This is an optimization exercise on Yosys and OpenROAD, whose aim is small area, a short achievable clock period and few clock cycles per item, not a production implementation. Function was checked by simulation only, so behaviour that the tests miss may differ from the original. Power is estimated from default activity; no workload was simulated.

==> flow/design.v <==
`timescale 1ns / 1ps
package cpc_pkg;
  localparam int BYTE_W    = 8;
  localparam int WORD_W    = 32;
  localparam int RESP_W    = 3;
  localparam int ACT_W     = 4;
  localparam int CFG_IDX_W = 8;
  localparam logic [7:0] DEVICE_ID_RESET = 8'h00;
  localparam logic [7:0] CRC_POLY_RESET  = 8'h89;
  localparam logic [1:0] HDR_OK        = 2'd0;
  localparam logic [1:0] HDR_CLASS_ERR = 2'd1;
  localparam logic [1:0] HDR_CODE_ERR  = 2'd2;
  localparam logic [1:0] HDR_LEN_ERR   = 2'd3;
endpackage
`timescale 1ns / 1ps
module cpc_decode (
  input  logic [7:0] cmd_class_i,
  input  logic [7:0] cmd_code_i,
  input  logic [7:0] len_high_i,
  input  logic [7:0] len_low_i,
  output logic [1:0] err_o,    
  output logic [3:0] act_o     
);
  logic       class_ok, code_ok;
  logic [7:0] need_high, need_low;
  logic [3:0] act;
  always_comb begin
    class_ok  = 1'b1;
    code_ok   = 1'b1;
    need_high = 8'h00;
    need_low  = 8'h00;
    act       = 4'd0;
    case (cmd_class_i)
      8'h01: begin
        need_low = 8'h04;
        case (cmd_code_i)
          8'h0A:   act = 4'd1;
          8'h0B:   act = 4'd2;
          8'h0C:   act = 4'd3;
          default: code_ok = 1'b0;
        endcase
      end
      8'h02: begin
        case (cmd_code_i)
          8'h0A:   act = 4'd4;
          8'h0B:   act = 4'd5;
          default: code_ok = 1'b0;
        endcase
      end
      8'h03: begin
        case (cmd_code_i)
          8'h0A:   begin act = 4'd6;  need_high = 8'h0C; end
          8'h0B:   begin act = 4'd7;  need_high = 8'h0C; end
          8'h0C:   begin act = 4'd8;  need_high = 8'h04; end
          8'h0D:   begin act = 4'd9;  need_high = 8'h0C; end
          8'h0E:   begin act = 4'd10; need_high = 8'h28; end
          default: code_ok = 1'b0;
        endcase
      end
      default: class_ok = 1'b0;
    endcase
    err_o = cpc_pkg::HDR_OK;
    act_o = act;
    if (!class_ok) begin
      err_o = cpc_pkg::HDR_CLASS_ERR;
      act_o = 4'd0;
    end else if (!code_ok) begin
      err_o = cpc_pkg::HDR_CODE_ERR;
      act_o = 4'd0;
    end else if (len_high_i != need_high || len_low_i != need_low) begin
      err_o = cpc_pkg::HDR_LEN_ERR;
      act_o = 4'd0;
    end
  end
endmodule
`timescale 1ns / 1ps
module cpc_crc_table (
  input  logic        clk,
  input  logic [7:0]  poly_i,
  output logic [63:0] tbl_o     
);
  function automatic logic [7:0] xstep(input logic [7:0] r, input logic [7:0] p);
    xstep = {r[6:0], 1'b0} ^ (r[7] ? p : 8'h00);
  endfunction
  logic [7:0] r1, r3, r5, r7;
  logic [7:0] r2_r, r4_r, r6_r;
  assign r1 = xstep(poly_i, poly_i);
  assign r3 = xstep(r2_r, poly_i);
  assign r5 = xstep(r4_r, poly_i);
  assign r7 = xstep(r6_r, poly_i);
  always_ff @(posedge clk) begin
    r2_r <= xstep(r1, poly_i);
    r4_r <= xstep(r3, poly_i);
    r6_r <= xstep(r5, poly_i);
  end
  assign tbl_o = {r7, r6_r, r5, r4_r, r3, r2_r, r1, poly_i};
endmodule
`timescale 1ns / 1ps
module cpc_crc_fold (
  input  logic [63:0] tbl_i,
  input  logic [7:0]  v_i,
  output logic [7:0]  crc_o
);
  always_comb begin
    crc_o = 8'h00;
    for (int i = 0; i < 8; i++) begin
      crc_o = crc_o ^ (tbl_i[i*8 +: 8] & {8{v_i[i]}});
    end
  end
endmodule
`timescale 1ns / 1ps
module command_packet_checker_top (
  input  logic                             clk,
  input  logic                             rst_n,
  input  logic                             in_valid,
  output logic                             in_ready,
  input  logic [7:0]                       in_cmd_class,
  input  logic [7:0]                       in_cmd_code,
  input  logic [7:0]                       in_len_high,
  input  logic [7:0]                       in_len_low,
  input  logic [cpc_pkg::WORD_W-1:0]       in_data_word,
  input  logic [7:0]                       in_rx_crc,
  output logic                             out_valid,
  input  logic                             out_ready,
  output logic [cpc_pkg::RESP_W-1:0]       out_response_code,
  output logic [cpc_pkg::ACT_W-1:0]        out_action,
  output logic [cpc_pkg::WORD_W-1:0]       out_payload_word,
  input  logic                             cfg_valid,
  output logic                             cfg_ready,
  input  logic [cpc_pkg::CFG_IDX_W-1:0]    cfg_index,
  input  logic [7:0]                       cfg_data
);
  localparam logic [4:0] SEQ_LAST = 5'd17;
  logic [7:0]  poly_r, dev_r;
  logic        busy_r;
  logic [4:0]  cnt_r;
  logic [7:0]  f_r, ea_r, eb_r, ec_r;
  logic        out_v_r;
  logic [31:0] w_r;      
  logic [7:0]  u_r;      
  logic [7:0]  e_r;      
  logic [3:0]  act_r;
  logic [1:0]  err_r;
  logic [63:0] tbl;
  logic        cfg_acc, cfg_hit, in_acc;
  assign cfg_ready = 1'b1;
  assign cfg_acc   = cfg_valid;
  assign cfg_hit   = cfg_acc && (cfg_index == 8'd0 || cfg_index == 8'd1);
  assign in_ready  = !busy_r && (!out_v_r || out_ready);
  assign in_acc    = in_valid && in_ready;
  cpc_crc_table u_table (
    .clk    (clk),
    .poly_i (poly_r),
    .tbl_o  (tbl)
  );
  logic        sel1;
  logic [31:0] x;
  logic [7:0]  t0, t1, u_in, e_in, e_hdr;
  logic [3:0]  act_in;
  logic [1:0]  err_in;
  assign sel1 = !in_cmd_class[1];    
  assign x    = sel1 ? in_data_word : {in_cmd_class, in_cmd_code, in_len_high, in_len_low};
  cpc_crc_fold u_f0 (.tbl_i(tbl), .v_i(x[31:24]),      .crc_o(t0));
  cpc_crc_fold u_f1 (.tbl_i(tbl), .v_i(t0 ^ x[23:16]), .crc_o(t1));
  assign u_in = t1;
  always_comb begin
    if (!sel1)              e_hdr = f_r;
    else if (in_cmd_code[2]) e_hdr = ec_r;
    else if (in_cmd_code[0]) e_hdr = eb_r;
    else                     e_hdr = ea_r;
  end
  assign e_in = in_rx_crc ^ e_hdr;
  cpc_decode u_decode (
    .cmd_class_i (in_cmd_class),
    .cmd_code_i  (in_cmd_code),
    .len_high_i  (in_len_high),
    .len_low_i   (in_len_low),
    .err_o       (err_in),
    .act_o       (act_in)
  );
  logic [7:0] t2, t3;
  logic       crc_ok, pay_ok;
  cpc_crc_fold u_f2 (.tbl_i(tbl), .v_i(u_r ^ w_r[15:8]), .crc_o(t2));
  cpc_crc_fold u_f3 (.tbl_i(tbl), .v_i(t2 ^ w_r[7:0]),   .crc_o(t3));
  assign crc_ok = (t3 == e_r);
  assign pay_ok = (act_r == 4'd1 || act_r == 4'd2 || act_r == 4'd3) && crc_ok;
  always_comb begin
    case (err_r)
      cpc_pkg::HDR_CLASS_ERR: out_response_code = 3'd3;
      cpc_pkg::HDR_CODE_ERR:  out_response_code = 3'd4;
      cpc_pkg::HDR_LEN_ERR:   out_response_code = 3'd2;
      default:                out_response_code = crc_ok ? 3'd0 : 3'd1;
    endcase
  end
  assign out_action       = crc_ok ? act_r : 4'd0;
  assign out_payload_word = pay_ok ? w_r : 32'd0;
  assign out_valid        = out_v_r;
  logic [4:0]  ld_s, do_s;
  logic [15:0] seq_bytes;
  logic        u_clr;
  assign ld_s = cnt_r - 5'd2;
  assign do_s = cnt_r - 5'd3;
  always_comb begin
    case (ld_s)
      5'd0:    seq_bytes = {8'h00, dev_r};
      5'd1:    seq_bytes = {8'h01, 8'h0A};
      5'd2,
      5'd6,
      5'd10:   seq_bytes = {8'h00, 8'h04};
      5'd5:    seq_bytes = {f_r ^ 8'h01, 8'h0B};
      5'd9:    seq_bytes = {f_r ^ 8'h01, 8'h0C};
      5'd13:   seq_bytes = {f_r, 8'h00};
      default: seq_bytes = 16'h0000;
    endcase
  end
  assign u_clr = (cnt_r < 5'd3) || do_s == 5'd4 || do_s == 5'd8 || do_s == 5'd12;
  always_ff @(posedge clk) begin
    if (!rst_n) begin
      poly_r  <= cpc_pkg::CRC_POLY_RESET;
      dev_r   <= cpc_pkg::DEVICE_ID_RESET;
      busy_r  <= 1'b1;
      cnt_r   <= 5'd0;
      out_v_r <= 1'b0;
    end else begin
      if (cfg_acc && cfg_index == 8'd0) dev_r  <= cfg_data;
      if (cfg_acc && cfg_index == 8'd1) poly_r <= cfg_data;
      if (cfg_hit) begin
        busy_r <= 1'b1;
        cnt_r  <= 5'd0;
      end else if (busy_r) begin
        cnt_r <= cnt_r + 5'd1;
        if (cnt_r == SEQ_LAST) busy_r <= 1'b0;
      end
      if (in_acc) out_v_r <= 1'b1;
      else if (out_ready) out_v_r <= 1'b0;
    end
  end
  always_ff @(posedge clk) begin
    if (busy_r) begin
      w_r[15:0] <= seq_bytes;
      u_r       <= u_clr ? 8'h00 : t3;
      if (do_s == 5'd0 || do_s == 5'd14) f_r <= t3;
      if (do_s == 5'd4)  ea_r <= t3;
      if (do_s == 5'd8)  eb_r <= t3;
      if (do_s == 5'd12) ec_r <= t3;
    end else if (in_acc) begin
      w_r   <= x;
      u_r   <= u_in;
      e_r   <= e_in;
      act_r <= act_in;
      err_r <= err_in;
    end
  end
endmodule
==> flow/run.sh <==
#!/bin/bash
# synth_recipe.tcl (not shown) runs the flow's synth.tcl, then flattens the netlist and writes it again
# the make line also repeats each setting of config.mk as NAME=value (left out here)
make -C /OpenROAD-flow-scripts/flow DESIGN_CONFIG=/design/flow/config.mk WORK_HOME=/design/flow/orfs CLKGATE_MAP_FILE= SYNTH_SCRIPT=/design/flow/synth_recipe.tcl finish
==> flow/config.mk <==
export PLATFORM = sky130hd
export DESIGN_NAME = command_packet_checker_top
export DESIGN_NICKNAME = command_packet_checker_top
export VERILOG_FILES = /design/flow/design.v
export SDC_FILE = /design/flow/constraint.sdc
export NUM_CORES = 4
export LEC_CHECK = 0
export CAP_MARGIN = 20
export CORE_MARGIN = 2
export CORE_UTILIZATION = 40
export SLEW_MARGIN = 20
==> flow/constraint.sdc <==
create_clock -name core_clock -period 5.2 [get_ports {clk}]
set_input_delay 1.0400 -clock core_clock [delete_from_list [all_inputs] [get_ports {clk}]]
set_output_delay 1.0400 -clock core_clock [all_outputs]
set_load 0.01 [all_outputs]
==> results of run 1 <==
-- layout by cell type (no fill, tap or decap), drive strengths merged, types with 42 or more instances in the layout --
cell type	synthesis	routed
mux2i	42	42
buf	25	186
nand2	248	248
edfxtp	86	86
nor2	110	110
xnor2	159	159
o21ai	45	45
dfxtp	47	47
xor2	102	102
inv	48	57
clkdlybuf4s50	0	95
-- metal layers --
layer / GRT usage (%) / up-vias / wire length (µm)
li1: - / 4369 / -
met1: 33.2 / 4485 / 15700
met2: 41.9 / 392 / 17400
met3: 5.34 / 70 / 2660
met4: 9.83 / 0 / 1250
met5: 0 / - / 0
-- layout make-up --
class	instances	share of cell area (%)
multi-input combinational	939	50.7
sequential	133	24.1
timing repair buffer	289	17.0
clock buffer	17	2.89
tap	335	2.85
inverter	48	1.24
clock inverter	15	1.23
-- logic make-up after synthesis --
family,Yosys count,synth area share (%)
multiplexers,55,5.29
adder cells (fa/ha/maj),11,1.29
other,1,0.0350
buffers and inverters,104,4.40
XOR/XNOR,295,29.2
flip-flops,133,32.9
AO/OA/AOI/OAI,91,5.01
AND/OR/NAND/NOR,486,21.8
-- what timing repair did --
item                                    CTS  global route
endpoints found under the setup margin   37            37
buffers inserted                         31            35
gates cloned                              1             4
pin swaps                                40            66
gates resized for setup                 184           136
hold endpoints to repair                  0             0
-- how the worst max path moves through the flow --
stage | slack [ps] | from | endpoint
CTS | -50 | w_r[13] | out_payload_word[25]
finish | -50 | w_r[10] | out_payload_word[4]
global placement | -130 | w_r[8] | out_payload_word[0]
global route | -200 | w_r[14] | out_payload_word[4]
floorplan | 770 | poly_r[6] | out_payload_word[10]
detailed placement | -140 | u_r[0] | out_payload_word[0]
-- registers in the layout, summed over array words and instances (netlist names), 2 cells and up --
register	cells
f_r	8
err_r	2
u_r	8
ec_r	8
dev_r	8
poly_r	8
w_r	32
e_r	8
cnt_r	5
eb_r	8
u_table.r4_r	8
u_table.r6_r	8
act_r	4
u_table.r2_r	8
ea_r	8
-- worst max-delay path, delay by kind of cell, from the launching register on --
| family | cells | cell delay, ps |
|---|---|---|
| xor+xnor | 6 | 1460 |
| buf+inv | 6 | 1050 |
| simple gates | 4 | 690 |
| flops | 1 | 440 |
| compound gates | 1 | 100 |
-- where the power goes --
part | internal (mW) | switching (mW) | total (mW)
Combinational | 2.13 | 2.52 | 4.65
Sequential | 1.38 | 0.0252 | 1.40
Clock | 0.728 | 0.553 | 1.28
Total | 4.24 | 3.10 | 7.34
==> summary.txt, run 1 <==
Worst Hold Path EP out_v_r; worst slew pin tran 1100 ps; post-synthesis cell count 1176; CP max FO 6; vias in the first global route 8986; final wirelength 37000 µm; DRC Markers 0; Syn Area/Cell 9.11 µm²; gpl congestion 0.939; 1st-iter DRT viols 697; Synth area leader edfxtp_1; post-layout utilization of the core 56.2%; Tmin final 5250 ps; IO buf count 133; CTS Sinks 133; first-pass GRT wire length 53600 µm; CP Class register to output port; Crit. End Element output port; drt first pass iters 5; Async SR Flop Fraction 0%; Critical R2R Capture u_r[7]; Synthesized Nets 1280; largest net degree at the start of global routing 41; sequential area share after synthesis 32.9%; total grt overflow 0; CTS clk-pin slew, worst paths 70 ps; final setup margin -50.4 ps; synth unique cells 58; pre-CTS setup slack -139 ps; post-route cell area 14700 µm²; Rows 59; initial antenna violation count 0; final HPWL from detailed placement 26700 µm; Setup Skew 12.2 ps; CP startpoint kind register; RSZ-0062 raised after global routing yes; DIE AREA 28100 µm²; CP max stage delay 550 ps; antenna diode count 0; hold_sp out_v_r; Slew Limit Fails 0; fmax 190 MHz; relative slew slack 25.8%; Post-synth EDFFs 86; Hold Slack 510 ps; area share of the largest cell type after synthesis 24.1%; outcome failed layout checks; Synth Register Bits 133; Clock Latency Late Sink 440 ps; I/O pin total 135; antenna-violating nets left 0; WL per Instance 20.8 µm; Non-Filler Instances 1776; CTS tree yes; Pwr Density 499 nW/µm²; Commonest cells post-synth 246 x nand2_1, 155 x xnor2_1, 110 x nor2_1, 97 x xor2_1, 86 x edfxtp_1; reg2reg start poly_r[7]; area of the multi-input gates 7470 µm²; Hold Path Stages 2; Max Cap Viol 0; chip height 168 µm; total power 7.34 mW; hold buffer count at cts 0; Layout area overhead 37.4%; final-report setup violation count 9; via count 9316; Crit-path slowest cell xnor3_2; most frequent cell after synthesis nand2_1; setup TNS -159 ps; most common flop cell mapped by yosys edfxtp_1; checks failing in the layout checks negative setup slack; Cell Area, Synth 10700 µm²; layout cells sized above 1 27.0%; crit-path cells xor2_2 -> buf_4 -> buf_6 -> nand2_4 -> xnor2_4 -> xnor2_1 -> xnor3_2 -> buf_6 -> nor3_4 -> o21ai_2 -> xnor2_2 -> buf_4 -> xnor3_2 -> nand4_4 -> clkbuf_16 -> nor4_4 -> buf_2; sequential cell area 3540 µm²; Leak 6.25 nW; DR vias/cell 5.25; placeable core region 26200 µm²; dominant cells by area after synthesis edfxtp_1 24%, xnor2_1 13%, dfxtp_1 8.8%, nand2_1 8.6%, xor2_1 7.9%; gr usage total 25.5%; NumNets Final 1532; Critical Path RT 4160 ps; CTS Buf Count 17; final worst-path cycle share 101%; crit path DAT 4210 ps; Hold Vio Cnt, Final 0; CTS Root Cell clkbuf_16; Longest Clk Path Bufs 2; Initial Util 40.9%; worst hold path class register to register; Synth Warn # 4; filler cell count 2311; Die Width 168 µm; peak supply drop 335 µV; reg-to-reg slack, setup 1550 ps; Cells after DPL 1680; Placed Area 12900 µm²; FF-to-FF path depth 12; H-tree depth 4
Testbench counts, summed over its fixed seeds: cycles 14,904, items 14,400.
==> run 2, diff against run 1 <==
--- a/flow/design.v
+++ b/flow/design.v
@@ -135,18 +135,24 @@
   logic        busy_r;
   logic [4:0]  cnt_r;
   logic [7:0]  f_r, ea_r, eb_r, ec_r;
-  logic        out_v_r;
+  logic        a_v_r;
   logic [31:0] w_r;      
   logic [7:0]  u_r;      
   logic [7:0]  e_r;      
   logic [3:0]  act_r;
   logic [1:0]  err_r;
+  logic        out_v_r;
+  logic [31:0] c_w_r;
+  logic [3:0]  c_act_r;
+  logic [1:0]  c_err_r;
+  logic        c_ok_r, c_pay_r;
   logic [63:0] tbl;
-  logic        cfg_acc, cfg_hit, in_acc;
+  logic        cfg_acc, cfg_hit, in_acc, adv;
   assign cfg_ready = 1'b1;
   assign cfg_acc   = cfg_valid;
   assign cfg_hit   = cfg_acc && (cfg_index == 8'd0 || cfg_index == 8'd1);
-  assign in_ready  = !busy_r && (!out_v_r || out_ready);
+  assign adv       = !out_v_r || out_ready;
+  assign in_ready  = !busy_r && adv;
   assign in_acc    = in_valid && in_ready;
   cpc_crc_table u_table (
     .clk    (clk),
@@ -159,7 +165,9 @@
   logic [3:0]  act_in;
   logic [1:0]  err_in;
   assign sel1 = !in_cmd_class[1];    
-  assign x    = sel1 ? in_data_word : {in_cmd_class, in_cmd_code, in_len_high, in_len_low};
+  assign x    = sel1 ? in_data_word
+                     : {6'b000000, 1'b1, in_cmd_class[0], 4'b0000, 1'b1, in_cmd_code[2:0],
+                        2'b00, in_len_high[5], 1'b0, in_len_high[3:2], 2'b00, 8'h00};
   cpc_crc_fold u_f0 (.tbl_i(tbl), .v_i(x[31:24]),      .crc_o(t0));
   cpc_crc_fold u_f1 (.tbl_i(tbl), .v_i(t0 ^ x[23:16]), .crc_o(t1));
   assign u_in = t1;
@@ -179,47 +187,44 @@
     .act_o       (act_in)
   );
   logic [7:0] t2, t3;
-  logic       crc_ok, pay_ok;
+  logic       crc_ok;
   cpc_crc_fold u_f2 (.tbl_i(tbl), .v_i(u_r ^ w_r[15:8]), .crc_o(t2));
   cpc_crc_fold u_f3 (.tbl_i(tbl), .v_i(t2 ^ w_r[7:0]),   .crc_o(t3));
   assign crc_ok = (t3 == e_r);
-  assign pay_ok = (act_r == 4'd1 || act_r == 4'd2 || act_r == 4'd3) && crc_ok;
-  always_comb begin
-    case (err_r)
+  always_comb begin
+    case (c_err_r)
       cpc_pkg::HDR_CLASS_ERR: out_response_code = 3'd3;
       cpc_pkg::HDR_CODE_ERR:  out_response_code = 3'd4;
       cpc_pkg::HDR_LEN_ERR:   out_response_code = 3'd2;
-      default:                out_response_code = crc_ok ? 3'd0 : 3'd1;
+      default:                out_response_code = c_ok_r ? 3'd0 : 3'd1;
     endcase
   end
-  assign out_action       = crc_ok ? act_r : 4'd0;
-  assign out_payload_word = pay_ok ? w_r : 32'd0;
+  assign out_action       = c_ok_r ? c_act_r : 4'd0;
+  assign out_payload_word = c_pay_r ? c_w_r : 32'd0;
   assign out_valid        = out_v_r;
-  logic [4:0]  ld_s, do_s;
   logic [15:0] seq_bytes;
   logic        u_clr;
-  assign ld_s = cnt_r - 5'd2;
-  assign do_s = cnt_r - 5'd3;
-  always_comb begin
-    case (ld_s)
-      5'd0:    seq_bytes = {8'h00, dev_r};
-      5'd1:    seq_bytes = {8'h01, 8'h0A};
-      5'd2,
-      5'd6,
-      5'd10:   seq_bytes = {8'h00, 8'h04};
-      5'd5:    seq_bytes = {f_r ^ 8'h01, 8'h0B};
-      5'd9:    seq_bytes = {f_r ^ 8'h01, 8'h0C};
-      5'd13:   seq_bytes = {f_r, 8'h00};
+  always_comb begin
+    case (cnt_r)
+      5'd2:    seq_bytes = {8'h00, dev_r};
+      5'd3:    seq_bytes = {8'h01, 8'h0A};
+      5'd4,
+      5'd8,
+      5'd12:   seq_bytes = {8'h00, 8'h04};
+      5'd7:    seq_bytes = {f_r ^ 8'h01, 8'h0B};
+      5'd11:   seq_bytes = {f_r ^ 8'h01, 8'h0C};
+      5'd15:   seq_bytes = {f_r, 8'h00};
       default: seq_bytes = 16'h0000;
     endcase
   end
-  assign u_clr = (cnt_r < 5'd3) || do_s == 5'd4 || do_s == 5'd8 || do_s == 5'd12;
+  assign u_clr = (cnt_r < 5'd3) || cnt_r == 5'd7 || cnt_r == 5'd11 || cnt_r == 5'd15;
   always_ff @(posedge clk) begin
     if (!rst_n) begin
       poly_r  <= cpc_pkg::CRC_POLY_RESET;
       dev_r   <= cpc_pkg::DEVICE_ID_RESET;
       busy_r  <= 1'b1;
       cnt_r   <= 5'd0;
+      a_v_r   <= 1'b0;
       out_v_r <= 1'b0;
     end else begin
       if (cfg_acc && cfg_index == 8'd0) dev_r  <= cfg_data;
@@ -231,24 +236,33 @@
         cnt_r <= cnt_r + 5'd1;
         if (cnt_r == SEQ_LAST) busy_r <= 1'b0;
       end
-      if (in_acc) out_v_r <= 1'b1;
-      else if (out_ready) out_v_r <= 1'b0;
+      if (adv) begin
+        a_v_r   <= in_acc;
+        out_v_r <= a_v_r;
+      end
     end
   end
   always_ff @(posedge clk) begin
     if (busy_r) begin
       w_r[15:0] <= seq_bytes;
       u_r       <= u_clr ? 8'h00 : t3;
-      if (do_s == 5'd0 || do_s == 5'd14) f_r <= t3;
-      if (do_s == 5'd4)  ea_r <= t3;
-      if (do_s == 5'd8)  eb_r <= t3;
-      if (do_s == 5'd12) ec_r <= t3;
-    end else if (in_acc) begin
-      w_r   <= x;
+      if (cnt_r == 5'd3 || cnt_r == 5'd17) f_r <= t3;
+      if (cnt_r == 5'd7)  ea_r <= t3;
+      if (cnt_r == 5'd11) eb_r <= t3;
+      if (cnt_r == 5'd15) ec_r <= t3;
+    end else if (adv) begin
+      w_r   <= {in_data_word[31:16], x[15:0]};
       u_r   <= u_in;
       e_r   <= e_in;
       act_r <= act_in;
       err_r <= err_in;
     end
-  end
-endmodule
+    if (adv) begin
+      c_w_r   <= w_r;
+      c_act_r <= act_r;
+      c_err_r <= err_r;
+      c_ok_r  <= crc_ok;
+      c_pay_r <= crc_ok && (act_r == 4'd1 || act_r == 4'd2 || act_r == 4'd3);
+    end
+  end
+endmodule
--- a/flow/config.mk
+++ b/flow/config.mk
@@ -7,5 +7,5 @@
 export LEC_CHECK = 0
 export CAP_MARGIN = 20
 export CORE_MARGIN = 2
-export CORE_UTILIZATION = 40
+export CORE_UTILIZATION = 65
 export SLEW_MARGIN = 20
==> run 2 against run 1 <==
Effect of this change:
- now clean on timing, DRC and antenna
- wire length down 5.7%
- core utilization up 24 points
- largest power group unchanged
- clock skew down 1.4 ps
- critical path type is now register to register
==> summary.txt, run 2 <==
antenna diode count 0; NumNets Final 1409; reg-to-reg slack, setup 840 ps; # Post-CTS Setup Buffers 0; relative slew slack 22.6%; drt first pass iters 7; total power 8.69 mW; Async SR Flop Fraction 0%; antenna-violating nets left 0; Cells after DPL 1514; WL per Instance 22.5 µm; crit path DAT 4610 ps; IO buf count 133; Comb pwr share 59.9%; register share of total power 24.4%; Syn Area/Cell 9.92 µm²; final HPWL from detailed placement 24200 µm; CTS tree yes; Critical Path Source u_table.r6_r[7]; area of the multi-input gates 6600 µm²; peak supply drop 628 µV; Synth Warn # 4; Placed Area 13300 µm²; Pwr Density 624 nW/µm²; post-synthesis cell count 1173; Longest Clk Path Bufs 2; sequential cell area 4740 µm²; Non-Filler Instances 1546; CP Class register to register; 1st-iter DRT viols 1297; layout cells sized above 1 7.57%; Synthesized Nets 1274; most common flop cell mapped by yosys edfxtp_1; gr usage total 37.4%; Sw Share 42.9%; Synth Register Bits 174; post-layout utilization of the core 80.0%; Tmin final 4360 ps; reg2reg start u_table.r6_r[7]; largest family of logic cells by synthesized area XOR/XNOR gates; filler cell count 1178; CTS clk-pin slew, worst paths 70 ps; worst hold path class register to register; Commonest cells post-synth 191 x nand2_1, 128 x xnor2_1, 126 x edfxtp_1, 97 x nor2_1, 96 x xor2_1; via count 9576; Post-synth EDFFs 126; CTS Buf Count 17; Synth Area in Adders 0.947%; area share of the largest cell type after synthesis 32.5%; final worst-path cycle share 83.8%; fmax 229 MHz; outcome complete, no violations; synth unique cells 68; CTS Sinks 174; I/O pin total 135; vias in the first global route 9136; final-report setup violation count 0; Setup Skew 10.8 ps; DR vias/cell 6.19; placeable core region 17400 µm²; largest net degree at the start of global routing 41; Hold Slack 420 ps; Critical Path RT 5450 ps; hold buffer count at cts 0; Hold Vio Cnt, Final 0; dominant cells by area after synthesis edfxtp_1 33%, xnor2_1 9.6%, dfxtp_1 8.3%, xor2_1 7.2%, nand2_1 6.2%; setup TNS 0 ps; Cell Area, Synth 11600 µm²; Synth area leader edfxtp_1; initial antenna violation count 0; final setup margin 841 ps; CP max FO 19; switching pwr 3.73 mW; Crit. End Element register; first-pass GRT wire length 51400 µm; multiplexer share of the synthesized area 3.21%; DIE AREA 19000 µm²; total grt overflow 0; Critical R2R Capture c_ok_r; worst slew pin tran 1160 ps; xor/xnor share of the synthesized area 25.1%; Pint 4.96 mW; hold_sp w_r[21]; RSZ-0062 raised after global routing no; Leak 5.69 nW; most common cell after layout, fill and taps aside nand2_1; CP Capture Point c_ok_r; Initial Util 66.8%; final wirelength 34800 µm; pre-CTS setup slack 826 ps; clock share of power 15.7%; gpl congestion 1.04; Top Registers c_w_r: 32 flops, w_r: 32 flops; Layout area overhead 19.7%; Max Cap Viol 0; FF-to-FF path depth 12; sequential area share after synthesis 40.8%; Rows 48; CTS Root Cell clkbuf_16; post-synthesis compound-gate area fraction 9.22%; Slew Limit Fails 0; post-route cell area 13900 µm²; post-cts repair resize count 0; most frequent cells in the layout 191 x nand2_1, 131 x clkdlybuf4s50_1, 128 x xnor2_1; DRC Markers 0; Simple-Gate Fraction of Synth Area 18.1%; chip height 138 µm; H-tree depth 4; CP startpoint kind register; most frequent cell after synthesis nand2_1; Clock Latency Late Sink 440 ps; Die Width 138 µm
-- run 2: cell types whose count changed after synthesis, moves of 16 or more --
cell and change:
nand2_1 -55, o21ai_0 +16, nor4_2 -29, xnor2_1 -27, and3b_1 +16, and2_1 +41, edfxtp_1 +40, inv_1 -28
-- run 2: layout make-up --
class / instances / share of cell area, %
Timing Repair Buffer: 167 / 11.4
Tap cell: 225 / 2.02
Clock inverter: 15 / 1.54
Sequential cell: 174 / 34.1
Multi-Input combinational cell: 928 / 47.4
Inverter: 20 / 0.539
Clock buffer: 17 / 3.05
-- run 2: critical path: stages, from the launching register on --
cell and delay (ps):
dfxtp_1 970, buf_4 270, and3b_1 250, o21ai_0 120
xor2_1 270, xnor2_1 150, xnor3_2 410, nor2_1 180
xor2_1 160, xnor3_1 610, xnor2_1 230, nand4_1 230
nor3_1 310
-- run 2: power groups by stage --
stage | registers [mW] | clock network [mW] | logic, mW
floorplan | 2.13 | 0 | 3.47
global placement | 2.15 | 0 | 4.82
detailed placement | 2.15 | 0 | 4.95
CTS | 2.12 | 1.36 | 5.06
global route | 2.13 | 1.42 | 5.40
finish | 2.12 | 1.36 | 5.21
-- run 2: worst min-delay path by stage --
stage,end,slack (ps),depth (start not counted)
6_report,c_w_r[21],420,0
3_3_place_gp,c_w_r[28],400,0
3_5_place_dp,c_w_r[24],400,0
4_1_cts,c_w_r[24],420,0
2_1_floorplan,c_err_r[0],400,0
5_1_grt,c_w_r[30],430,0
-- run 2: cells by family after synthesis --
kind of cell / after synthesis
simple gates: 443
xor+xnor: 270
flops: 174
compound gates: 168
buf+inv: 71
mux: 37
fa+ha+maj: 9
other cells: 1
-- run 2: metal layers --
layer | GRT usage (%) | part of all wire (%) | wire, µm
met1 | 48.1 | 37 | 13000
met2 | 60.3 | 46 | 16000
met5 | 0 | 0 | 0
met4 | 19.1 | 5.0 | 1740
met3 | 7.69 | 12 | 4110
Testbench counts of run 2, summed over its fixed seeds: cycles 14,928, items 14,400.
==> run 3, diff against run 2 <==
--- a/flow/config.mk
+++ b/flow/config.mk
@@ -8,4 +8,5 @@
 export CAP_MARGIN = 20
 export CORE_MARGIN = 2
 export CORE_UTILIZATION = 65
+export CTS_BUF_LIST = sky130_fd_sc_hd__clkbuf_4 sky130_fd_sc_hd__clkbuf_8
 export SLEW_MARGIN = 20
==> run 3 against run 2 <==
Effect of this change:
- global-route usage down 0.74 points
- first-iteration DRC count down 2.8%
- hold slack better by 8.4 ps
- worst setup slack better by 24 ps
- combinational power down 2%
- clock power down 24%
- sequential cell count unchanged
- sequential power about the same
- sequential share of layout area up 0.46 points
- critical path type unchanged
==> summary.txt, run 3 <==
outcome complete, no violations; gpl congestion 1.04; vias in the first global route 8986; Initial Util 66.8%; final HPWL from detailed placement 24200 µm; met1 wire length 13000 µm; via count 9485; CP max stage delay 680 ps; area share of the largest cell type after synthesis 32.5%; Crit-path slowest cell xor2_1; CTS tree yes; Top Registers c_w_r: 32 flops, w_r: 32 flops; Async SR Flop Fraction 0%; RSZ-0062 raised after global routing no; Clock Latency Late Sink 490 ps; CP max FO 6; peak supply drop 532 µV; Syn Area/Cell 9.92 µm²; Cell Area, Synth 11600 µm²; crit-path cells xor2_1 -> o21ai_1 -> xor2_1 -> xnor3_2 -> xnor2_2 -> nand2_1 -> xnor3_1 -> xnor2_1 -> xnor3_1 -> nand2_1 -> nor3_1; hold_sp w_r[20]; Synth Register Bits 174; final worst-path cycle share 83.4%; WL per Instance 22.0 µm; DRC Markers 0; antenna-violating nets left 0; Max Cap Viol 0; reg-to-reg slack, setup 860 ps; Crit. End Element register; CTS clk-pin slew, worst paths 110 ps; filler cell count 1214; Critical Path RT 5440 ps; Synth Warn # 4; dominant cells by area after synthesis edfxtp_1 33%, xnor2_1 9.6%, dfxtp_1 8.3%, xor2_1 7.2%, nand2_1 6.2%; Tmin final 4340 ps; Slew Limit Fails 0; DIE AREA 19000 µm²; sequential area share after synthesis 40.8%; area of the multi-input gates 6600 µm²; DR top layer met4; CP Class register to register; gr usage total 36.7%; H-tree depth 4; setup TNS 0 ps; placeable core region 17400 µm²; Synthesized Nets 1274; Pwr Density 602 nW/µm²; first-pass GRT wire length 50300 µm; most common cell after layout, fill and taps aside nand2_1; Critical Path Source w_r[15]; most frequent cells in the layout 191 x nand2_1, 132 x clkdlybuf4s50_1, 128 x xnor2_1; Synth area leader edfxtp_1; pre-CTS setup slack 826 ps; drt first pass iters 5; Rows 48; Post-synth EDFFs 126; initial antenna violation count 0; Commonest cells post-synth 191 x nand2_1, 128 x xnor2_1, 126 x edfxtp_1, 97 x nor2_1, 96 x xor2_1; Leak 5.60 nW; Hold Vio Cnt, Final 0; reg2reg start w_r[15]; worst slew pin tran 1150 ps; worst hold path class register to register; CTS Buf Count 17; 1st-iter DRT viols 1261; fmax 231 MHz; most common flop cell mapped by yosys edfxtp_1; post-cts repair resize count 0; NumNets Final 1409; post-layout utilization of the core 78.9%; total grt overflow 0; Longest Clk Path Bufs 2; DR vias/cell 6.13; Layout area overhead 18.2%; Die Width 138 µm; most frequent cell after synthesis nand2_1; CTS Root Cell clkbuf_8; largest net degree at the start of global routing 41; sequential cell area 4740 µm²; final setup margin 864 ps; Setup Skew 14.1 ps; met3 WL post-DR 3910 µm; I/O pin total 135; final-report setup violation count 0; CTS Sinks 174; IO buf count 133; # Post-CTS Setup Buffers 0; final wirelength 34100 µm; chip height 138 µm; layout cells sized above 1 7.49%; crit path DAT 4570 ps; relative slew slack 22.7%; hold buffer count at cts 0; CP startpoint kind register; post-synthesis cell count 1173; synth unique cells 68; wire length on met2 15700 µm
==> run 3: cell counts after synthesis <==
No cell type changed its count.
==> run 3: cell families (layout without fill, tap and decap cells) <==
logic type	after synthesis	after routing	share of synthesized area, %
muxes	37	37	3.21
and+or+nand+nor	443	443	18.1
buffers and inverters	71	219	2.60
DFF	174	174	40.8
xor gates and xnor gates	270	270	25.1
AOI/OAI and AO/OA	168	168	9.22
other	1	2	0.0322
adders and majority gates	9	9	0.947
==> run 3: area by class of cell <==
class	instances	area share, %
multi-input cells	928	48.0
well taps	225	2.05
clock buffers	17	1.70
diodes	1	0.0182
flip-flops and latches	174	34.5
repair buffers	167	11.6
inverters	20	0.546
clock inverters	15	1.56
==> run 3: report_power, final <==
group          total [mW]  leakage [nW]  switching [mW]  internal, mW
logic                5.12          3.69            2.94          2.18
registers            2.12          1.70          0.0433          2.08
clock network        1.04         0.218           0.617         0.423
total                8.28          5.60            3.60          4.68
==> run 3: worst paths after layout <==
path / endpoint / cells after the start
worst min register to register: c_w_r[20] / 0
worst max register to register: c_ok_r / 11
worst max-delay path: c_ok_r / 11
worst min-delay path: c_w_r[20] / 0
==> run 3: worst max-delay path: cells and delay by family, from the launching register on <==
kind             cells  cell delay (ps)
AO/OA/AOI/OAI        1              180
XOR/XNOR             7             2920
AND/OR/NAND/NOR      3              410
flip-flops           1              560
==> run 3: per-stage QoR <==
stage / cells / instance area, µm² / hold WS (ps) / power (mW)
floorplan: 1173 / 11600 / 400 / 5.60
global placement: 1514 / 13300 / 401 / 6.97
detailed placement: 1514 / 13300 / 405 / 7.10
CTS: 1546 / 13700 / 429 / 8.18
global route: 1546 / 13700 / 439 / 8.56
finish: 1547 / 13700 / 429 / 8.28
==> run 3: routing by layer <==
metal,up-vias,GRT usage [%]
met5,-,0
met4,0,18.0
met3,124,6.81
met2,708,58.7
met1,4409,48.3
li1,4244,-
==> run 4, diff against run 3 <==
--- a/flow/config.mk
+++ b/flow/config.mk
@@ -7,6 +7,5 @@
 export LEC_CHECK = 0
 export CAP_MARGIN = 20
 export CORE_MARGIN = 2
-export CORE_UTILIZATION = 65
-export CTS_BUF_LIST = sky130_fd_sc_hd__clkbuf_4 sky130_fd_sc_hd__clkbuf_8
+export CORE_UTILIZATION = 40
 export SLEW_MARGIN = 20
==> run 4 against run 3 <==
Effect of this change:
- final area rose by 3.6%
- via count fell by 4.6%
- first-iteration DRC count fell by 41%
- combinational power barely moved
- non-clock buffer count rose by 17
- core utilization fell by 29 points
- sequential power barely moved
==> summary.txt, run 4 <==
outcome complete, no violations; Simple-Gate Fraction of Synth Area 18.1%; fmax 238 MHz; Slew Limit Fails 0; vias in the first global route 8735; Setup Skew 14.3 ps; post-cts repair resize count 0; FF-to-FF path depth 12; first-pass GRT wire length 53000 µm; most common cell after layout, fill and taps aside nand2_1; CTS Buf Count 17; post-route cell area 14200 µm²; final worst-path cycle share 80.8%; Die Width 175 µm; Async SR Flop Fraction 0%; CP Class register to register; Longest Clk Path Bufs 2; placeable core region 28700 µm²; Layout area overhead 22.4%; Leak 5.76 nW; final HPWL from detailed placement 26100 µm; xor/xnor share of the synthesized area 25.1%; drt first pass iters 5; Max Cap Viol 0; CTS clk-pin slew, worst paths 80 ps; DIE AREA 30500 µm²; NumNets Final 1426; Hold Path Stages 0; # Post-CTS Setup Buffers 0; Synth Register Bits 174; total stage count of the critical path 12; post-synthesis compound-gate area fraction 9.22%; Placed Area 13600 µm²; Clock Latency Late Sink 440 ps; 1st-iter DRT viols 739; gr usage total 23.4%; post-synthesis cell count 1173; Crit-path slowest cell xor2_2; Tmin final 4200 ps; CP max FO 7; Synth Warn # 4; reg2reg start w_r[10]; most frequent cell after synthesis nand2_1; CTS Root Cell clkbuf_16; Commonest cells post-synth 191 x nand2_1, 128 x xnor2_1, 126 x edfxtp_1, 97 x nor2_1, 96 x xor2_1; via count 9046; antenna diode count 0; Cell Area, Synth 11600 µm²; synth unique cells 68; final wirelength 35100 µm; hold buffer count at cts 0; peak supply drop 755 µV; Synth Area in Adders 0.947%; Syn Area/Cell 9.92 µm²; Synth area leader edfxtp_1; worst slew pin tran 973 ps; final-report setup violation count 0; CP startpoint kind register; DRC Markers 0; largest net degree at the start of global routing 41; Buffers & Inverters on Critical Path 1; Synthesized Nets 1274; pre-CTS setup slack 861 ps; layout cells sized above 1 8.67%; relative slew slack 35.2%; H-tree depth 4; dominant cells by area after synthesis edfxtp_1 33%, xnor2_1 9.6%, dfxtp_1 8.3%, xor2_1 7.2%, nand2_1 6.2%; Post-synth EDFFs 126; Critical Path RT 5470 ps; CTS tree yes; WL per Instance 20.4 µm; gpl congestion 0.931; crit path DAT 4470 ps; Crit. End Element register; hold_sp w_r[30]; Top Registers c_w_r: 32 flops, w_r: 32 flops; area share of the largest cell type after synthesis 32.5%; sequential area share after synthesis 40.8%; DR vias/cell 5.25; Initial Util 40.5%; largest family of logic cells by synthesized area XOR/XNOR gates; delay-heaviest family, CP XOR/XNOR gates; antenna-violating nets left 0; RSZ-0062 raised after global routing no; multiplexer share of the synthesized area 3.21%; I/O pin total 135; Hold Vio Cnt, Final 0; most frequent cells in the layout 191 x nand2_1, 132 x clkdlybuf4s50_1, 128 x xnor2_1; CTS Sinks 174; most common flop cell mapped by yosys edfxtp_1; IO buf count 133; initial antenna violation count 0; crit-path cells xor2_2 -> nand2_1 -> xor2_1 -> xnor3_1 -> xnor2_2 -> buf_4 -> nor2_1 -> xor2_1 -> xnor2_1 -> xor3_1 -> nand4_1 -> nor4_2; worst hold path class register to register; chip height 175 µm; setup TNS 0 ps; post-layout utilization of the core 49.6%; Worst path most repeated cell xor2_1; final setup margin 1000 ps; Rows 62; total grt overflow 0; CP max stage delay 630 ps; Critical Path Source w_r[10]; Pwr Density 602 nW/µm²
## run 4: cell counts after synthesis
No cell type changed its count.
## run 4: final timing paths
kind | end | slack (ps)
min reg2reg | c_w_r[30] | 420
min | c_w_r[30] | 420
max | c_pay_r | 1000
max reg2reg | c_pay_r | 1000
## run 4: report_power, final
| part | total, mW | internal (mW) | switching, mW |
|---|---|---|---|
| registers | 2.12 | 2.07 | 0.0427 |
| logic | 5.10 | 2.24 | 2.86 |
| clock network | 1.35 | 0.667 | 0.684 |
## run 4: per-stage QoR
stage / power (mW) / std cells / hold WS, ps
5_1_grt: 8.95 / 1722 / 429
4_1_cts: 8.57 / 1721 / 422
2_1_floorplan: 5.60 / 1173 / 400
3_5_place_dp: 7.20 / 1689 / 405
6_report: 8.57 / 1722 / 421
3_3_place_gp: 7.14 / 1689 / 401
## run 4: area by class of cell
| type | count | area, µm² |
|---|---|---|
| fillers | 2684 | 14500 |
| multi-input cells | 928 | 6590 |
| flip-flops and latches | 174 | 4740 |
| repair buffers | 184 | 1720 |
| well taps | 384 | 480 |
| clock buffers | 17 | 425 |
| clock inverters | 15 | 200 |
| inverters | 20 | 75.1 |
## run 4: kinds of logic (layout without fill, tap and decap cells)
kind of cell | count (synthesis) | count (layout)
XOR/XNOR | 270 | 270
buffers and inverters | 71 | 236
AO/OA/AOI/OAI | 168 | 168
flip-flops | 174 | 174
multiplexers | 37 | 37
adder cells (fa/ha/maj) | 9 | 9
other | 1 | 1
AND/OR/NAND/NOR | 443 | 443
## run 4: per-layer routing
layer  track usage [%]  up-vias  wire length, µm
met5                 0        -                0
met4              9.72        0             1280
met3              3.96       84             2710
met2              36.9      381            15900
met1              31.9     4287            15200
li1                  -     4294                -
==> run 5, diff against run 4 <==
==> flow/flow/run.sh (new file) <==
#!/bin/bash
# standard layout, with the port buffers made of the smallest plain buffer
set -o pipefail
export BUFFER_PORTS_ARGS="-buffer_cell sky130_fd_sc_hd__buf_1"
bash standard.sh > standard.log 2>&1
==> flow/standard.sh (new file) <==
#!/bin/bash
# synth_recipe.tcl (not shown) runs the flow's synth.tcl, then flattens the netlist and writes it again
# the make line also repeats each setting of config.mk as NAME=value (left out here)
make -C /OpenROAD-flow-scripts/flow DESIGN_CONFIG=/design/flow/config.mk WORK_HOME=/design/flow/orfs CLKGATE_MAP_FILE= SYNTH_SCRIPT=/design/flow/synth_recipe.tcl "${@:-finish}"
removed: flow/run.sh
==> run 5 against run 4 <==
Effect of this change:
- clock skew fell by 1.1 ps
- clock power up 5%
- worst setup slack improved by 58 ps
- sequential power about the same
- global-route usage rose by 0.48 points
- largest power group unchanged
==> summary.txt, run 5 <==
CTS Sinks 174; WL per Instance 20.8 µm; largest net degree at the start of global routing 41; Placed Area 12700 µm²; Setup Skew 13.2 ps; vias in the first global route 8726; Hold Vio Cnt, Final 0; final-report setup violation count 0; Buffers & Inverters on Critical Path 1; Rows 62; relative slew slack 33.9%; delay-heaviest family, CP XOR/XNOR gates; CTS tree yes; FF-to-FF path depth 12; Leak 5.41 nW; Pwr Density 629 nW/µm²; CTS Root Cell clkbuf_16; worst slew pin tran 991 ps; crit path DAT 4410 ps; Cells after DPL 1685; final wirelength 35800 µm; layout cells sized above 1 8.32%; Cell Area, Synth 11600 µm²; M2 GR Usage 37.6%; gpl congestion 0.994; peak supply drop 421 µV; total grt overflow 0; first-pass GRT wire length 54100 µm; Async SR Flop Fraction 0%; Synthesized Nets 1274; final HPWL from detailed placement 26100 µm; hold buffer count at cts 0; Syn Area/Cell 9.92 µm²; RSZ-0062 raised after global routing no; antenna-violating nets left 0; Initial Util 40.5%; Synth area leader edfxtp_1; final worst-path cycle share 79.6%; Post-synth EDFFs 126; Non-Filler Instances 1718; Critical R2R Capture c_pay_r; Commonest cells post-synth 191 x nand2_1, 128 x xnor2_1, 126 x edfxtp_1, 97 x nor2_1, 96 x xor2_1; Critical Path Source u_table.r4_r[7]; chip height 175 µm; setup TNS 0 ps; CTS Buf Count 17; hold_sp w_r[22]; antenna diode count 0; sequential area share after synthesis 40.8%; CP max FO 12; Longest Clk Path Bufs 2; Slew Limit Fails 0; most common cell after layout, fill and taps aside nand2_1; # Post-CTS Setup Buffers 0; 1st-iter DRT viols 619; most frequent cell after synthesis nand2_1; outcome complete, no violations; area share of the largest cell type after synthesis 32.5%; DIE AREA 30500 µm²; NumNets Final 1422; Layout area overhead 15.1%; reg-to-reg slack, setup 1060 ps; drt first pass iters 5; Synth Warn # 4; via count 9052; H-tree depth 4; Worst path most repeated cell xnor3_1; CTS clk-pin slew, worst paths 80 ps; Tmin final 4140 ps; post-route cell area 13400 µm²; synth unique cells 68; dominant cells by area after synthesis edfxtp_1 33%, xnor2_1 9.6%, dfxtp_1 8.3%, xor2_1 7.2%, nand2_1 6.2%; met3 global-route usage 4.22%; gr usage total 23.9%; DR vias/cell 5.27; Die Width 175 µm; global routing's busiest layer met2; fmax 241 MHz; post-synthesis cell count 1173; post-cts repair resize count 0; Max Cap Viol 0; Top Registers c_w_r: 32 flops, w_r: 32 flops; initial antenna violation count 0; CP max stage delay 690 ps; Critical Path RT 5470 ps; CP Class register to register; Worst Hold Path EP c_w_r[22]; worst hold path class register to register; met1 usage 32.9%; Crit. End Element register; DRC Markers 0; IO buf count 133; Synth Register Bits 174; placeable core region 28700 µm²; Hold Path Stages 0; most frequent cells in the layout 191 x nand2_1, 132 x buf_1, 128 x xnor2_1; crit-path cells buf_4 -> a21boi_0 -> o21ai_1 -> xor2_1 -> xnor3_1 -> mux2i_1 -> xnor2_1 -> xnor3_1 -> xnor3_1 -> xor2_1 -> nand4_1 -> nor4_2; most common flop cell mapped by yosys edfxtp_1; reg2reg start u_table.r4_r[7]; CP startpoint kind register; I/O pin total 135; Crit-path slowest cell dfxtp_1; Clock Latency Late Sink 440 ps
[run 5: worst reg2reg max path: cells and delay by family, from the launching register on]
kind            cells  cell delay [ps]
flops               1              690
buf+inv             1              300
mux                 1              150
xor+xnor            6             2020
simple gates        2              530
compound gates      2              300
[run 5: metal layers]
layer  up-vias  routed length, µm
met4         0               1260
li1       4275                  -
met2       384              16100
met5         -                  0
met3        74               2550
met1      4319              15900
[run 5: area by class of cell]
class,instances,area [µm²]
flip-flops and latches,174,4740
clock inverters,13,193
clock buffers,19,443
well taps,384,480
inverters,20,75.1
repair buffers,180,861
fillers,2775,15300
multi-input cells,928,6590
[run 5: cells by family (layout without fill, tap and decap cells)]
family / after synthesis / count (layout) / synth area share, %
AND/OR/NAND/NOR: 443 / 443 / 18.1
XOR/XNOR: 270 / 270 / 25.1
flip-flops: 174 / 174 / 40.8
AO/OA/AOI/OAI: 168 / 168 / 9.22
buffers and inverters: 71 / 232 / 2.60
multiplexers: 37 / 37 / 3.21
adder cells (fa/ha/maj): 9 / 9 / 0.947
other: 1 / 1 / 0.0322
[run 5: worst max path at each step]
stage | slack (ps) | cells after the start | to
after floorplan | 1640 | 2 | in_ready
after global placement | 810 | 11 | act_r[2]
after detailed placement | 790 | 11 | act_r[2]
after CTS | 1120 | 12 | c_pay_r
after global routing | 830 | 11 | act_r[2]
final | 1060 | 12 | c_pay_r
[run 5: power breakdown]
group | leakage [nW] | internal, mW | switching [mW]
Sequential | 1.70 | 2.08 | 0.0398
Clock | 0.305 | 0.792 | 0.624
Combinational | 3.41 | 2.09 | 2.81
Total | 5.41 | 4.95 | 3.47
[run 5: per-stage QoR]
| step | util [%] | power [mW] | hold slack, ps | setup slack, ps |
|---|---|---|---|---|
| floorplan | - | 5.60 | 400 | 1640 |
| detailed placement | 44.4 | 6.94 | 405 | 786 |
| CTS | 46.6 | 8.42 | 422 | 1120 |
| global placement | 44.4 | 6.93 | 402 | 812 |
| global route | 46.6 | 8.85 | 429 | 827 |
| finish | 46.6 | 8.43 | 421 | 1060 |
==> run 6, diff against run 5 <==
--- a/flow/design.v
+++ b/flow/design.v
@@ -75,36 +75,39 @@
 endmodule
 `timescale 1ns / 1ps
 module cpc_crc_table (
-  input  logic        clk,
-  input  logic [7:0]  poly_i,
-  output logic [63:0] tbl_o     
+  input  logic         clk,
+  input  logic [7:0]   poly_i,
+  output logic [127:0] tbl_o     
 );
   function automatic logic [7:0] xstep(input logic [7:0] r, input logic [7:0] p);
     xstep = {r[6:0], 1'b0} ^ (r[7] ? p : 8'h00);
   endfunction
-  logic [7:0] r1, r3, r5, r7;
-  logic [7:0] r2_r, r4_r, r6_r;
-  assign r1 = xstep(poly_i, poly_i);
-  assign r3 = xstep(r2_r, poly_i);
-  assign r5 = xstep(r4_r, poly_i);
-  assign r7 = xstep(r6_r, poly_i);
-  always_ff @(posedge clk) begin
-    r2_r <= xstep(r1, poly_i);
-    r4_r <= xstep(r3, poly_i);
-    r6_r <= xstep(r5, poly_i);
-  end
-  assign tbl_o = {r7, r6_r, r5, r4_r, r3, r2_r, r1, poly_i};
+  logic [63:8] ev_r;    
+  logic [63:0] od;      
+  assign od[7:0] = xstep(poly_i, poly_i);
+  for (genvar k = 1; k < 8; k++) begin : g_ent
+    assign od[k*8 +: 8] = xstep(ev_r[k*8 +: 8], poly_i);
+    always_ff @(posedge clk) ev_r[k*8 +: 8] <= xstep(od[(k-1)*8 +: 8], poly_i);
+  end
+  assign tbl_o[7:0] = poly_i;
+  for (genvar k = 1; k < 8; k++) begin : g_out
+    assign tbl_o[k*16 +: 8] = ev_r[k*8 +: 8];
+  end
+  for (genvar k = 0; k < 8; k++) begin : g_out_od
+    assign tbl_o[k*16+8 +: 8] = od[k*8 +: 8];
+  end
 endmodule
 `timescale 1ns / 1ps
 module cpc_crc_fold (
-  input  logic [63:0] tbl_i,
-  input  logic [7:0]  v_i,
-  output logic [7:0]  crc_o
+  input  logic [127:0] tbl_i,
+  input  logic [7:0]   a_i,
+  input  logic [7:0]   b_i,
+  output logic [7:0]   crc_o
 );
   always_comb begin
     crc_o = 8'h00;
     for (int i = 0; i < 8; i++) begin
-      crc_o = crc_o ^ (tbl_i[i*8 +: 8] & {8{v_i[i]}});
+      crc_o = crc_o ^ (tbl_i[(i+8)*8 +: 8] & {8{a_i[i]}}) ^ (tbl_i[i*8 +: 8] & {8{b_i[i]}});
     end
   end
 endmodule
@@ -130,7 +133,7 @@
   input  logic [cpc_pkg::CFG_IDX_W-1:0]    cfg_index,
   input  logic [7:0]                       cfg_data
 );
-  localparam logic [4:0] SEQ_LAST = 5'd17;
+  localparam logic [4:0] SEQ_LAST = 5'd21;
   logic [7:0]  poly_r, dev_r;
   logic        busy_r;
   logic [4:0]  cnt_r;
@@ -146,7 +149,7 @@
   logic [3:0]  c_act_r;
   logic [1:0]  c_err_r;
   logic        c_ok_r, c_pay_r;
-  logic [63:0] tbl;
+  logic [127:0] tbl;
   logic        cfg_acc, cfg_hit, in_acc, adv;
   assign cfg_ready = 1'b1;
   assign cfg_acc   = cfg_valid;
@@ -161,16 +164,14 @@
   );
   logic        sel1;
   logic [31:0] x;
-  logic [7:0]  t0, t1, u_in, e_in, e_hdr;
+  logic [7:0]  u_in, e_in, e_hdr;
   logic [3:0]  act_in;
   logic [1:0]  err_in;
   assign sel1 = !in_cmd_class[1];    
   assign x    = sel1 ? in_data_word
                      : {6'b000000, 1'b1, in_cmd_class[0], 4'b0000, 1'b1, in_cmd_code[2:0],
                         2'b00, in_len_high[5], 1'b0, in_len_high[3:2], 2'b00, 8'h00};
-  cpc_crc_fold u_f0 (.tbl_i(tbl), .v_i(x[31:24]),      .crc_o(t0));
-  cpc_crc_fold u_f1 (.tbl_i(tbl), .v_i(t0 ^ x[23:16]), .crc_o(t1));
-  assign u_in = t1;
+  cpc_crc_fold u_f0 (.tbl_i(tbl), .a_i(x[31:24]), .b_i(x[23:16]), .crc_o(u_in));
   always_comb begin
     if (!sel1)              e_hdr = f_r;
     else if (in_cmd_code[2]) e_hdr = ec_r;
@@ -186,10 +187,9 @@
     .err_o       (err_in),
     .act_o       (act_in)
   );
-  logic [7:0] t2, t3;
+  logic [7:0] t3;
   logic       crc_ok;
-  cpc_crc_fold u_f2 (.tbl_i(tbl), .v_i(u_r ^ w_r[15:8]), .crc_o(t2));
-  cpc_crc_fold u_f3 (.tbl_i(tbl), .v_i(t2 ^ w_r[7:0]),   .crc_o(t3));
+  cpc_crc_fold u_f1 (.tbl_i(tbl), .a_i(u_r ^ w_r[15:8]), .b_i(w_r[7:0]), .crc_o(t3));
   assign crc_ok = (t3 == e_r);
   always_comb begin
     case (c_err_r)
@@ -206,18 +206,18 @@
   logic        u_clr;
   always_comb begin
     case (cnt_r)
-      5'd2:    seq_bytes = {8'h00, dev_r};
-      5'd3:    seq_bytes = {8'h01, 8'h0A};
-      5'd4,
+      5'd6:    seq_bytes = {8'h00, dev_r};
+      5'd7:    seq_bytes = {8'h01, 8'h0A};
       5'd8,
-      5'd12:   seq_bytes = {8'h00, 8'h04};
-      5'd7:    seq_bytes = {f_r ^ 8'h01, 8'h0B};
-      5'd11:   seq_bytes = {f_r ^ 8'h01, 8'h0C};
-      5'd15:   seq_bytes = {f_r, 8'h00};
+      5'd12,
+      5'd16:   seq_bytes = {8'h00, 8'h04};
+      5'd11:   seq_bytes = {f_r ^ 8'h01, 8'h0B};
+      5'd15:   seq_bytes = {f_r ^ 8'h01, 8'h0C};
+      5'd19:   seq_bytes = {f_r, 8'h00};
       default: seq_bytes = 16'h0000;
     endcase
   end
-  assign u_clr = (cnt_r < 5'd3) || cnt_r == 5'd7 || cnt_r == 5'd11 || cnt_r == 5'd15;
+  assign u_clr = (cnt_r < 5'd7) || cnt_r == 5'd11 || cnt_r == 5'd15 || cnt_r == 5'd19;
   always_ff @(posedge clk) begin
     if (!rst_n) begin
       poly_r  <= cpc_pkg::CRC_POLY_RESET;
@@ -246,10 +246,10 @@
     if (busy_r) begin
       w_r[15:0] <= seq_bytes;
       u_r       <= u_clr ? 8'h00 : t3;
-      if (cnt_r == 5'd3 || cnt_r == 5'd17) f_r <= t3;
-      if (cnt_r == 5'd7)  ea_r <= t3;
-      if (cnt_r == 5'd11) eb_r <= t3;
-      if (cnt_r == 5'd15) ec_r <= t3;
+      if (cnt_r == 5'd7 || cnt_r == 5'd21) f_r <= t3;
+      if (cnt_r == 5'd11) ea_r <= t3;
+      if (cnt_r == 5'd15) eb_r <= t3;
+      if (cnt_r == 5'd19) ec_r <= t3;
     end else if (adv) begin
       w_r   <= {in_data_word[31:16], x[15:0]};
       u_r   <= u_in;
--- a/flow/config.mk
+++ b/flow/config.mk
@@ -8,4 +8,5 @@
 export CAP_MARGIN = 20
 export CORE_MARGIN = 2
 export CORE_UTILIZATION = 40
+export SETUP_SLACK_MARGIN = 1.5
 export SLEW_MARGIN = 20
==> run 6 against run 5 <==
Effect of this change:
- still clean
- area after synthesis grew 16%
- clock power grew 26%
- maximum frequency grew 18%
- hold slack lost 6.9 ps
- register-to-register slack gained 640 ps
- sequential share of layout area shrank 0.27 points
- final area grew 14%
- via count grew 20%
- combinational power shrank 87%
- largest cell class unchanged
- largest power group is now registers
==> summary.txt, run 6 <==
outcome complete, no violations; Sw Share 27.0%; layout cells sized above 1 7.75%; CTS Sinks 206; Hold Slack 414 ps; Synth Register Bits 206; crit path DAT 3870 ps; worst hold path class register to register; placeable core region 33300 µm²; area share of the largest cell type after synthesis 28.1%; Max Cap Viol 0; Async SR Flop Fraction 0%; CP startpoint kind register; Non-Filler Instances 1998; FF-to-FF path depth 9; Critical Path Source poly_r[2]; vias in the first global route 10114; Critical Path RT 5570 ps; Tmin final 3500 ps; dominant cells by area after synthesis edfxtp_1 28%, dfxtp_1 12%, xnor2_1 11%, nand2_1 7.3%, xor2_1 4.8%; final HPWL from detailed placement 32900 µm; CP Capture Point c_pay_r; peak supply drop 213 µV; post-synthesis cell count 1412; CTS clk-pin slew, worst paths 60 ps; Layout area overhead 13.9%; Synth area leader edfxtp_1; reg2reg start poly_r[2]; Largest register FFs 56; DIE AREA 35100 µm²; register share of total power 42.8%; post-layout utilization of the core 46.0%; CTS tree yes; CP max FO 18; total grt overflow 0; fmax 286 MHz; H-tree depth 1; Cells after DPL 1951; relative slew slack 35.7%; hold buffer count at cts 0; DRC Markers 0; Synth Warn # 4; Hold Vio Cnt, Final 0; sequential area share after synthesis 40.0%; antenna-violating nets left 0; Syn Area/Cell 9.52 µm²; via count 10858; area of the multi-input gates 7660 µm²; CTS Buf Count 25; Top Registers u_table.ev_r: 56 flops, c_w_r: 32 flops, w_r: 32 flops; largest net degree at the start of global routing 42; reg-to-reg slack, setup 1700 ps; WL per Instance 22.2 µm; sequential cell area 5390 µm²; IO buf count 133; total power 4.28 mW; Crit. End Element register; first-pass GRT wire length 65100 µm; chip height 187 µm; initial antenna violation count 1; post-cts repair resize count 0; Clock Latency Late Sink 530 ps; synth unique cells 67; setup TNS 0 ps; Critical R2R Capture c_pay_r; most frequent cell after synthesis nand2_1; Comb pwr share 15.4%; Initial Util 40.4%; filler cell count 3214; switching pwr 1.15 mW; 1st-iter DRT viols 1133; worst slew pin tran 963 ps; DR vias/cell 5.43; Longest Clk Path Bufs 3; CTS Root Cell clkbuf_16; RSZ-0062 raised after global routing no; Pint 3.13 mW; Pwr Density 280 nW/µm²; clock share of power 41.8%; Commonest cells post-synth 261 x nand2_1, 172 x xnor2_1, 126 x edfxtp_1, 87 x o21ai_0, 80 x dfxtp_1; Rows 67; Post-synth EDFFs 126; most common cell after layout, fill and taps aside nand2_1; Slew Limit Fails 0; gpl congestion 0.945; most common flop cell mapped by yosys edfxtp_1; NumNets Final 1632; Die Width 187 µm; most frequent cells in the layout 261 x nand2_1, 172 x xnor2_1, 132 x buf_1; final wirelength 44300 µm; Synthesized Nets 1513; drt first pass iters 5; final-report setup violation count 0; CP Class register to register; I/O pin total 135; Cell Area, Synth 13400 µm²; register with the highest flop count u_table.ev_r; Leak 5.98 nW; gr usage total 24.8%; final worst-path cycle share 67.4%; Setup Skew 10.6 ps; # Post-CTS Setup Buffers 0
[run 6: cell types whose count changed in the layout (fill, tap and decap cells not counted), moves of 27 or more]
cell | previous run | this run
nand2_1 | 191 | 261
xnor2_1 | 128 | 172
nor2_1 | 96 | 60
a21boi_0 | 13 | 45
dfxtp_1 | 48 | 80
o21ai_0 | 58 | 87
and3b_1 | 19 | 46
[run 6: how the worst min path moves through the flow]
| stage | end | startpoint | depth (start not counted) | slack, ps |
|---|---|---|---|---|
| after floorplan | c_err_r[0] | err_r[0] | 0 | 400 |
| after global placement | c_w_r[17] | w_r[17] | 0 | 400 |
| after detailed placement | c_w_r[20] | w_r[20] | 0 | 400 |
| after CTS | c_w_r[26] | w_r[26] | 0 | 410 |
| after global routing | c_err_r[0] | err_r[0] | 0 | 420 |
| final | c_w_r[26] | w_r[26] | 0 | 410 |
[run 6: layout make-up]
cell class,instances,share of cell area (%)
well taps,448,3.66
multi-input cells,1107,50.0
inverters,18,0.441
clock buffers,28,4.16
diodes,1,0.0163
flip-flops and latches,206,35.2
repair buffers,173,5.28
clock inverters,17,1.28
[run 6: routing by layer]
layer / share of wire [%] / track usage [%] / up-vias / wire length [µm]
li1: - / - / 5050 / -
met3: 8.3 / 3.28 / 82 / 3660
met4: 3.1 / 7.33 / 0 / 1360
met2: 45 / 39.8 / 482 / 19900
met5: 0 / 0 / - / 0
met1: 44 / 35.0 / 5244 / 19400
[run 6: cell families after synthesis]
group / after synthesis / synth area share [%]
AOI/OAI and AO/OA: 244 / 11.5
xor gates and xnor gates: 281 / 21.7
adders and majority gates: 8 / 0.744
buffers and inverters: 99 / 3.10
DFF: 206 / 40.0
muxes: 46 / 3.47
other: 1 / 0.0279
and+or+nand+nor: 527 / 19.5
[run 6: power groups by stage]
stage | sequential, mW | clock [mW] | combinational (mW)
6_report | 1.83 | 1.79 | 0.660
5_1_grt | 1.84 | 1.88 | 0.708
4_1_cts | 1.83 | 1.82 | 0.655
3_5_place_dp | 1.86 | 0 | 0.650
3_3_place_gp | 1.86 | 0 | 0.649
2_1_floorplan | 1.82 | 0 | 0.484
[run 6: critical path: stages, from the launching register on]
cell	delay (ps)
dfxtp_1	880
buf_4	310
and3b_1	190
o21ai_0	100
xnor2_1	250
xnor3_1	270
xnor3_2	440
xnor2_1	160
or4_4	540
nor4_2	210
[run 6: per-stage QoR]
step | cell area, µm² | setup WS, ps
3_5_place_dp | 14500 | 1390
6_report | 15300 | 1700
5_1_grt | 15300 | 1590
2_1_floorplan | 13400 | 1650
3_3_place_gp | 14500 | 1380
4_1_cts | 15300 | 1780
Testbench counts of run 6, summed over its fixed seeds: cycles 15,024, items 14,400.
==> run 7, diff against run 6 <==
--- a/flow/config.mk
+++ b/flow/config.mk
@@ -8,5 +8,5 @@
 export CAP_MARGIN = 20
 export CORE_MARGIN = 2
 export CORE_UTILIZATION = 40
-export SETUP_SLACK_MARGIN = 1.5
+export SETUP_SLACK_MARGIN = 2.2
 export SLEW_MARGIN = 20
==> run 7 against run 6 <==
Effect of this change:
- largest cell class unchanged
- sequential share of layout area shrank 1.6 points
- critical endpoint unchanged
- non-clock buffer count increased by 43
- core utilization grew 2.5 points
- still clean on timing, DRC and antenna
- maximum frequency is 17% higher
- sequential cell count unchanged
- sequential power about the same
==> summary.txt, run 7 <==
outcome complete, no violations; area share of the largest cell type after synthesis 28.1%; Syn Area/Cell 9.52 µm²; Top Registers u_table.ev_r: 56 flops, c_w_r: 32 flops, w_r: 32 flops; CP startpoint kind register; most common flop cell mapped by yosys edfxtp_1; CP max stage delay 570 ps; post-route cell area 16100 µm²; 1st-iter DRT viols 1150; total power 4.15 mW; drt first pass iters 5; peak supply drop 197 µV; CTS tree yes; NumNets Final 1674; most frequent cells in the layout 260 x nand2_1, 155 x xnor2_1, 129 x buf_1; CTS Buf Count 24; Max Cap Viol 0; gr usage total 25.6%; setup TNS 0 ps; Cell Area, Synth 13400 µm²; DRC Markers 0; IO buf count 133; synth unique cells 67; Layout area overhead 20.1%; placeable core region 33300 µm²; Crit-path slowest cell or4_4; Pwr Density 257 nW/µm²; Synth Warn # 4; I/O pin total 135; H-tree depth 1; largest net degree at the start of global routing 41; Async SR Flop Fraction 0%; Synth Register Bits 206; initial antenna violation count 0; final worst-path cycle share 57.5%; worst slew pin tran 892 ps; Commonest cells post-synth 261 x nand2_1, 172 x xnor2_1, 126 x edfxtp_1, 87 x o21ai_0, 80 x dfxtp_1; via count 11174; crit-path cells nand2_1 -> xor2_2 -> nand2b_1 -> xnor3_1 -> xnor3_2 -> xnor2_2 -> or4_4 -> nor4_4; final setup margin 2210 ps; DIE AREA 35100 µm²; Post-synth EDFFs 126; Leak 6.41 nW; worst hold path class register to register; Synth area leader edfxtp_1; vias in the first global route 10374; register with the highest flop count u_table.ev_r; CP Class register to register; antenna-violating nets left 0; total grt overflow 0; first-pass GRT wire length 67200 µm; Buffers & Inverters on Critical Path 0; CP max FO 18; Tmin final 2990 ps; crit path DAT 3360 ps; chip height 187 µm; CTS Sinks 206; fmax 335 MHz; Non-Filler Instances 2040; Placed Area 14400 µm²; gpl congestion 0.974; post-layout utilization of the core 48.5%; DR vias/cell 5.48; Synthesized Nets 1513; Crit. End Element register; Hold Slack 417 ps; Slew Limit Fails 0; final HPWL from detailed placement 32400 µm; Initial Util 40.4%; RSZ-0062 raised after global routing yes; CTS Root Cell clkbuf_16; pre-CTS setup slack 1520 ps; CTS clk-pin slew, worst paths 70 ps; most common cell after layout, fill and taps aside nand2_1; hold buffer count at cts 0; delay-heaviest family, CP XOR/XNOR gates; Clock Latency Late Sink 530 ps; relative slew slack 40.3%; final wirelength 46300 µm; post-synthesis cell count 1412; Cells after DPL 1937; dominant cells by area after synthesis edfxtp_1 28%, dfxtp_1 12%, xnor2_1 11%, nand2_1 7.3%, xor2_1 4.8%; Longest Clk Path Bufs 3; Rows 67; sequential area share after synthesis 40.0%; Largest register FFs 56; most frequent cell after synthesis nand2_1; Die Width 187 µm; Hold Vio Cnt, Final 0; WL per Instance 22.7 µm; Setup Skew 14.6 ps; Critical Path RT 5570 ps; layout cells sized above 1 13.8%; final-report setup violation count 0
## run 7: cell counts after synthesis
Identical to the previous run, type by type.
## run 7: power breakdown
| part | total [mW] | switching [mW] | internal (mW) |
|---|---|---|---|
| Combinational | 0.672 | 0.372 | 0.301 |
| Sequential | 1.83 | 0.0787 | 1.75 |
| Clock | 1.65 | 0.690 | 0.959 |
## run 7: per-layer routing
metal / share of wire, % / GRT usage [%]
met1: 42 / 35.7
met2: 44 / 40.3
met3: 9.8 / 4.39
met4: 4.3 / 8.61
met5: 0 / 0
## run 7: cells by family after synthesis
logic type      count (synthesis)  synth area share [%]
simple gates                  527                  19.5
xor+xnor                      281                  21.7
compound gates                244                  11.5
flops                         206                  40.0
buf+inv                        99                  3.10
mux                            46                  3.47
fa+ha+maj                       8                 0.744
other cells                     1                0.0279
## run 7: path summary, 6_finish.rpt
path	start	endpoint	slack, ps	cells after the start
worst min-delay path	w_r[31]	c_w_r[31]	420	0
worst min register to register	w_r[31]	c_w_r[31]	420	0
worst max-delay path	u_table.ev_r[15]	c_pay_r	2210	8
worst max register to register	u_table.ev_r[15]	c_pay_r	2210	8
## run 7: repair_timing
item,CTS,global route
endpoints found under the setup margin,43,13
pin swaps,7,32
gates resized for setup,40,72
gates cloned,1,3
buffers inserted,18,36
## run 7: worst reg2reg max path, stage by stage (launching register included)
cell and delay [ps]:
dfxtp_4 480, nand2_1 130, xor2_2 320, nand2b_1 160
xnor3_1 420, xnor3_2 450, xnor2_2 180, or4_4 570
nor4_4 130
## run 7: area by class of cell
type | count | area [µm²]
diodes | 1 | 2.50
clock buffers | 34 | 679
clock inverters | 10 | 82.6
fillers | 3129 | 17100
inverters | 18 | 71.3
multi-input cells | 1107 | 7980
flip-flops and latches | 206 | 5430
well taps | 448 | 561
repair buffers | 216 | 1350

==> afterwards: timing with drivers on the ports <==
In the flow no input, the clock included, has a driving cell. The finished layouts below were timed again as built, in two steps. Step 1 sets driving cells, clkbuf_16 on the clock port and buf_2 on the other inputs (assumed; they add their load-dependent delay and slew). Step 2 times the ports against the registers' clock, not the clock port: input delays grow and output delays shrink by t, the midpoint of the rising clock arrivals with the driver on. Three values: no drivers, after step 1, after step 2; two values: the first two.
run	shift t [ns]	setup WS [ns]
run 1	0.481	-0.050 / -0.099 / 0.382
run 2	0.483	0.841 / 0.841 / 0.597
run 3	0.523	0.864 / 0.864 / 0.697
run 4	0.488	1.000 / 1.000 / 0.866
run 5	0.480	1.059 / 1.059 / 0.673
run 6	0.577	1.698 / 1.698 / 1.301
run 7	0.579	2.211 / 2.211 / 1.679
